Context: an optimization exercise on an open-source flow, tuned for small area, a short achievable clock period and few clock cycles per item. The choices shown serve that exercise and are no tape-out recipe. RTL that was checked went through simulation tests only; none was proved equivalent to the original.

run a:
==> flow/design.v <==
package cdd_pkg;
  localparam int DayW   = 5;
  localparam int MonW   = 4;
  localparam int YearW  = 14;
  localparam int CountW = 22;
endpackage
import cdd_pkg::*;
module calendar_day_difference
(
  input  logic              clk,
  input  logic              rst_n,
  input  logic              start,
  output logic              busy,
  input  logic [DayW-1:0]   in_first_day,
  input  logic [MonW-1:0]   in_first_month,
  input  logic [YearW-1:0]  in_first_year,
  input  logic [DayW-1:0]   in_second_day,
  input  logic [MonW-1:0]   in_second_month,
  input  logic [YearW-1:0]  in_second_year,
  output logic              out_valid,
  output logic [CountW-1:0] out_day_count
);
  localparam int SumW  = 24;                     
  localparam int SmOff = 4095 + 1023;            
  localparam int LsOff = 255 + 63 + 31;          
  localparam int Y5Off = 5 * 16383;              
  localparam int KBase = -73 * Y5Off - SmOff - LsOff - 1;
  assign busy = 1'b0;
  logic [DayW-1:0]  in_day  [2];
  logic [MonW-1:0]  in_mon  [2];
  logic [YearW-1:0] in_year [2];
  assign in_day[0]  = in_first_day;
  assign in_mon[0]  = in_first_month;
  assign in_year[0] = in_first_year;
  assign in_day[1]  = in_second_day;
  assign in_mon[1]  = in_second_month;
  assign in_year[1] = in_second_year;
  logic [YearW-1:0] s0_year_r [2];
  logic [9:0]       s0_md_r   [2];    
  logic [3:0]       s0_fl_r   [2];    
  for (genvar i = 0; i < 2; i++) begin : g_in
    logic [8:0] mst;
    logic       early, f29, c29, c30;
    always_comb begin
      mst =
        (in_mon[i] == 4'd2) ? 9'd31 :
        (in_mon[i] == 4'd3) ? 9'd59 :
        (in_mon[i] == 4'd4) ? 9'd90 :
        (in_mon[i] == 4'd5) ? 9'd120 :
        (in_mon[i] == 4'd6) ? 9'd151 :
        (in_mon[i] == 4'd7) ? 9'd181 :
        (in_mon[i] == 4'd8) ? 9'd212 :
        (in_mon[i] == 4'd9) ? 9'd243 :
        (in_mon[i] == 4'd10) ? 9'd273 :
        (in_mon[i] == 4'd11) ? 9'd304 :
        (in_mon[i] == 4'd12) ? 9'd334 : 9'd0;
      early = (in_mon[i] <= 4'd2) | (in_mon[i] >= 4'd13);
      f29   = (in_mon[i] == 4'd2) & (in_day[i] == 5'd29);
      c29   = (in_mon[i] == 4'd2) & (in_day[i] == 5'd30);
      c30   = (in_day[i] == 5'd31) &
              ((in_mon[i] == 4'd2) | (in_mon[i] == 4'd4) | (in_mon[i] == 4'd6) |
               (in_mon[i] == 4'd9) | (in_mon[i] == 4'd11));
    end
    always_ff @(posedge clk) begin
      s0_year_r[i] <= (in_year[i] == '0) ? YearW'(2000) : in_year[i];
      s0_md_r[i]   <= 10'(mst) + 10'(in_day[i]);
      s0_fl_r[i]   <= {c30, c29, f29, early};
    end
  end
  logic [7:0] qc  [2];    
  logic       leap [2];
  for (genvar i = 0; i < 2; i++) begin : g_date
    logic [25:0] prod;      
    logic [11:0] qx;
    always_comb begin
      qx     = s0_year_r[i][YearW-1:2];
      prod   = (26'(qx) << 10) + (26'(qx) << 8) + (26'(qx) << 5) - 26'(qx);
      qc[i]  = prod[22:15];
      leap[i] = (s0_year_r[i][1:0] == 2'b00) &
                ((prod[14:8] >= 7'd5) | (prod[16:15] == 2'b00));
    end
  end
  logic [17:0] s1_y5_nxt;      
  logic [13:0] s1_small_nxt;   
  always_comb begin
    logic [11:0] nx1;
    logic [YearW-1:0] ny1;
    logic [17:0] ya1, ya2, yb1, yb2, ys1, yc1, ys2, yc2;
    logic [9:0]  nmd1;
    logic [13:0] m1, m2, m3, m4, ms1, mc1, ms2, mc2;
    ny1 = ~s0_year_r[1];
    ya1 = 18'(s0_year_r[0]);
    ya2 = 18'(s0_year_r[0]) << 2;
    yb1 = 18'(ny1);
    yb2 = 18'(ny1) << 2;
    ys1 = ya1 ^ ya2 ^ yb1;
    yc1 = ((ya1 & ya2) | (ya1 & yb1) | (ya2 & yb1)) << 1;
    ys2 = ys1 ^ yc1 ^ yb2;
    yc2 = ((ys1 & yc1) | (ys1 & yb2) | (yc1 & yb2)) << 1;
    s1_y5_nxt = ys2 + yc2;
    nx1 = ~s0_year_r[1][YearW-1:2];
    nmd1 = ~s0_md_r[1];
    m1  = 14'(s0_year_r[0][YearW-1:2]);
    m2  = 14'(nx1);
    m3  = 14'(s0_md_r[0]);
    m4  = 14'(nmd1);
    ms1 = m1 ^ m2 ^ m3;
    mc1 = ((m1 & m2) | (m1 & m3) | (m2 & m3)) << 1;
    ms2 = ms1 ^ mc1 ^ m4;
    mc2 = ((ms1 & mc1) | (ms1 & m4) | (mc1 & m4)) << 1;
    s1_small_nxt = ms2 + mc2;
  end
  logic [17:0] s1_y5_r;
  logic [13:0] s1_small_r;
  logic [7:0]  s1_qc_r  [2];
  logic        s1_leap_r [2];
  logic [3:0]  s1_fl_r  [2];
  always_ff @(posedge clk) begin
    s1_y5_r    <= s1_y5_nxt;
    s1_small_r <= s1_small_nxt;
    for (int i = 0; i < 2; i++) begin
      s1_qc_r[i]  <= qc[i];
      s1_leap_r[i] <= leap[i];
      s1_fl_r[i]  <= s0_fl_r[i];
    end
  end
  logic [2:0] cv [2];     
  for (genvar i = 0; i < 2; i++) begin : g_corr
    logic c1, c28, c29, c30;
    always_comb begin
      c1    = s1_fl_r[i][0] & s1_leap_r[i];
      c28   = s1_fl_r[i][1] & ~s1_leap_r[i];
      c29   = s1_fl_r[i][2];
      c30   = s1_fl_r[i][3];
      cv[i] = {c28 | c29 | c30, c30 | (c29 & c1), c1 ^ c29};
    end
  end
  logic [SumW-1:0] s2_ysum_nxt;
  logic [9:0]      s2_lsum_nxt;
  always_comb begin
    logic [SumW-1:0] r1, r2, r3, r4, kk, ts1, tc1, ts2, tc2, ts3, tc3;
    logic [7:0]      nq0;
    logic [5:0]      nq1;
    logic [4:0]      cpos, cneg;
    logic [9:0]      l1, l2, l3, l4, l5, l6, ls1, lc1, ls2, lc2, ls3, lc3, ls4, lc4;
    r1  = SumW'(s1_y5_r);
    r2  = SumW'(s1_y5_r) << 3;
    r3  = SumW'(s1_y5_r) << 6;
    r4  = SumW'(s1_small_r);
    kk  = SumW'(KBase);
    ts1 = r1 ^ r2 ^ r3;
    tc1 = ((r1 & r2) | (r1 & r3) | (r2 & r3)) << 1;
    ts2 = ts1 ^ tc1 ^ r4;
    tc2 = ((ts1 & tc1) | (ts1 & r4) | (tc1 & r4)) << 1;
    ts3 = ts2 ^ tc2 ^ kk;
    tc3 = ((ts2 & tc2) | (ts2 & kk) | (tc2 & kk)) << 1;
    s2_ysum_nxt = ts3 + tc3;
    nq0  = ~s1_qc_r[0];
    nq1  = ~s1_qc_r[1][7:2];
    cpos = {cv[1][2], cv[1][2], cv[1][2], cv[1][1:0]};
    cneg = ~{cv[0][2], cv[0][2], cv[0][2], cv[0][1:0]};
    l1  = 10'(nq0);
    l2  = 10'(s1_qc_r[0][7:2]);
    l3  = 10'(s1_qc_r[1]);
    l4  = 10'(nq1);
    l5  = 10'(cpos);
    l6  = 10'(cneg);
    ls1 = l1 ^ l2 ^ l3;
    lc1 = ((l1 & l2) | (l1 & l3) | (l2 & l3)) << 1;
    ls2 = l4 ^ l5 ^ l6;
    lc2 = ((l4 & l5) | (l4 & l6) | (l5 & l6)) << 1;
    ls3 = ls1 ^ lc1 ^ ls2;
    lc3 = ((ls1 & lc1) | (ls1 & ls2) | (lc1 & ls2)) << 1;
    ls4 = ls3 ^ lc3 ^ lc2;
    lc4 = ((ls3 & lc3) | (ls3 & lc2) | (lc3 & lc2)) << 1;
    s2_lsum_nxt = ls4 + lc4;
  end
  logic [SumW-1:0] s2_ysum_r;
  logic [9:0]      s2_lsum_r;
  always_ff @(posedge clk) begin
    s2_ysum_r <= s2_ysum_nxt;
    s2_lsum_r <= s2_lsum_nxt;
  end
  logic [CountW:0] s3_mag_nxt;
  always_comb begin
    logic [SumW-1:0] lsx, mag;
    logic [10:0]     low;
    logic [SumW:0]   sum;
    logic            sgn;
    lsx = SumW'(s2_lsum_r);
    low = {1'b0, s2_ysum_r[9:0]} + {1'b0, s2_lsum_r} + 11'd1;
    sgn = s2_ysum_r[SumW-1] & ~((&s2_ysum_r[SumW-1:10]) & low[10]);
    sum = {s2_ysum_r, ~sgn} + {lsx, ~sgn};
    mag = sum[SumW:1] ^ {SumW{sgn}};
    s3_mag_nxt = mag[CountW:0];
  end
  logic [CountW:0] s3_mag_r;
  always_ff @(posedge clk) begin
    s3_mag_r <= s3_mag_nxt;
  end
  logic s0_vld_r, s1_vld_r, s2_vld_r, s3_vld_r;
  always_ff @(posedge clk) begin
    if (!rst_n) begin
      s0_vld_r <= 1'b0;
      s1_vld_r <= 1'b0;
      s2_vld_r <= 1'b0;
      s3_vld_r <= 1'b0;
    end else begin
      s0_vld_r <= start;
      s1_vld_r <= s0_vld_r;
      s2_vld_r <= s1_vld_r;
      s3_vld_r <= s2_vld_r;
    end
  end
  assign out_valid     = s3_vld_r;
  assign out_day_count = s3_mag_r[CountW] ? {CountW{1'b1}} : s3_mag_r[CountW-1:0];
endmodule
clock: 9.5 ns
lec_check: 0
cap_margin: 20
core_margin: 2
core_utilization: 40
setup_slack_margin: 5
slew_margin: 20
standard.sh (not shown) runs the stock make flow with config.mk's settings and CLKGATE_MAP_FILE= SYNTH_SCRIPT=/design/flow/synth_recipe.tcl, a recipe that flattens the netlist after the stock synthesis.
==> flow/flow/run.sh <==
#!/bin/bash
# The standard layout (standard.sh, unchanged), except that the port
# buffers are made as sky130_fd_sc_hd__buf_1 rather than buffer_ports'
# default pick (a delay cell). make's full output goes to standard.log here;
# each ORFS step also keeps its own log under orfs/logs.
set -euo pipefail
export BUFFER_PORTS_ARGS="-buffer_cell sky130_fd_sc_hd__buf_1"
bash standard.sh > standard.log 2>&1
Inputs modified between run a and run b:
-- flow/design.v --
<<< run a, line 69
  end
  logic [7:0] qc  [2];    
  logic       leap [2];
  for (genvar i = 0; i < 2; i++) begin : g_date
    logic [25:0] prod;      
>>> run b, line 69
  end
  logic [7:0] qc  [2];    
  logic [1:0] lpt [2];    
  for (genvar i = 0; i < 2; i++) begin : g_date
    logic [25:0] prod;      
<<< run a, line 77
      prod   = (26'(qx) << 10) + (26'(qx) << 8) + (26'(qx) << 5) - 26'(qx);
      qc[i]  = prod[22:15];
      leap[i] = (s0_year_r[i][1:0] == 2'b00) &
                ((prod[14:8] >= 7'd5) | (prod[16:15] == 2'b00));
    end
  end
>>> run b, line 77
      prod   = (26'(qx) << 10) + (26'(qx) << 8) + (26'(qx) << 5) - 26'(qx);
      qc[i]  = prod[22:15];
      lpt[i] = {prod[14:8] < 7'd5, s0_year_r[i][1:0] == 2'b00};
    end
  end
<<< run a, line 114
  logic [13:0] s1_small_r;
  logic [7:0]  s1_qc_r  [2];
  logic        s1_leap_r [2];
  logic [3:0]  s1_fl_r  [2];
  always_ff @(posedge clk) begin
>>> run b, line 113
  logic [13:0] s1_small_r;
  logic [7:0]  s1_qc_r  [2];
  logic [1:0]  s1_lpt_r [2];
  logic [3:0]  s1_fl_r  [2];
  always_ff @(posedge clk) begin
<<< run a, line 121
    for (int i = 0; i < 2; i++) begin
      s1_qc_r[i]  <= qc[i];
      s1_leap_r[i] <= leap[i];
      s1_fl_r[i]  <= s0_fl_r[i];
    end
>>> run b, line 120
    for (int i = 0; i < 2; i++) begin
      s1_qc_r[i]  <= qc[i];
      s1_lpt_r[i] <= lpt[i];
      s1_fl_r[i]  <= s0_fl_r[i];
    end
<<< run a, line 127
  logic [2:0] cv [2];     
  for (genvar i = 0; i < 2; i++) begin : g_corr
    logic c1, c28, c29, c30;
    always_comb begin
      c1    = s1_fl_r[i][0] & s1_leap_r[i];
      c28   = s1_fl_r[i][1] & ~s1_leap_r[i];
      c29   = s1_fl_r[i][2];
      c30   = s1_fl_r[i][3];
>>> run b, line 126
  logic [2:0] cv [2];     
  for (genvar i = 0; i < 2; i++) begin : g_corr
    logic leap, c1, c28, c29, c30;
    always_comb begin
      leap = s1_lpt_r[i][0] & (~s1_lpt_r[i][1] | (s1_qc_r[i][1:0] == 2'b00));
      c1    = s1_fl_r[i][0] & leap;
      c28   = s1_fl_r[i][1] & ~leap;
      c29   = s1_fl_r[i][2];
      c30   = s1_fl_r[i][3];
--- outcome ---
The largest net degree at the start of global routing in run b sits 4 below the value recorded for run a. Run b completed end to end with timing, DRC and antenna clean. Diff run a -> run b: worst path required time now larger; routed length on met1 now larger; number of combinational gates with multiple inputs now larger; worst hold margin comparable. Run b vs run a, number of clock buffer instances in the layout went down by 1. The worst setup slack in run b was higher than what run a gave. Relative to run a, count of non-filler cells in the finished layout has increased by 37 in run b. [diff] summed area of non-filler cells in the final layout, run b relative to run a: regression.
Testbench counts of run b, summed over its fixed seeds: cycles 16,040, items 16,000.
Function not checked in run a: the RTL went through the layout flow alone.

## re-timing with driven ports
Ports are ideal in the flow. The routed layouts listed here were re-timed in OpenROAD.
Step 1 sets driving cells, clkbuf_16 on the clock port and buf_2 on the other inputs (assumed; they add their load-dependent delay and slew).
Step 2 moves the port delays by t, midway between the first and last clock arrival at a register: inputs arrive t later, outputs are due t later. That takes back most of the time a late clock gives input paths.
Slacks: ideal ports / drivers / drivers and shift; pairs: ideal ports / drivers.
run	shift t [ns]	setup slack, ns	hold WS [ns]	latest minus earliest clock arrival (ns)	worst register clock-pin slew, ns
run a	0.483	5.359 / 5.359 / 5.151	0.326 / 0.326 / 0.326	0.021 / 0.021	0.07 / 0.07
run b	0.493	5.474 / 5.474 / 5.172	0.328 / 0.328 / 0.328	0.019 / 0.019	0.08 / 0.08
After both steps setup and hold are still met in every run listed. For run b, which loses most, drivers alone change the setup slack by 0.000 ns; drivers and shift together by -0.302 ns.
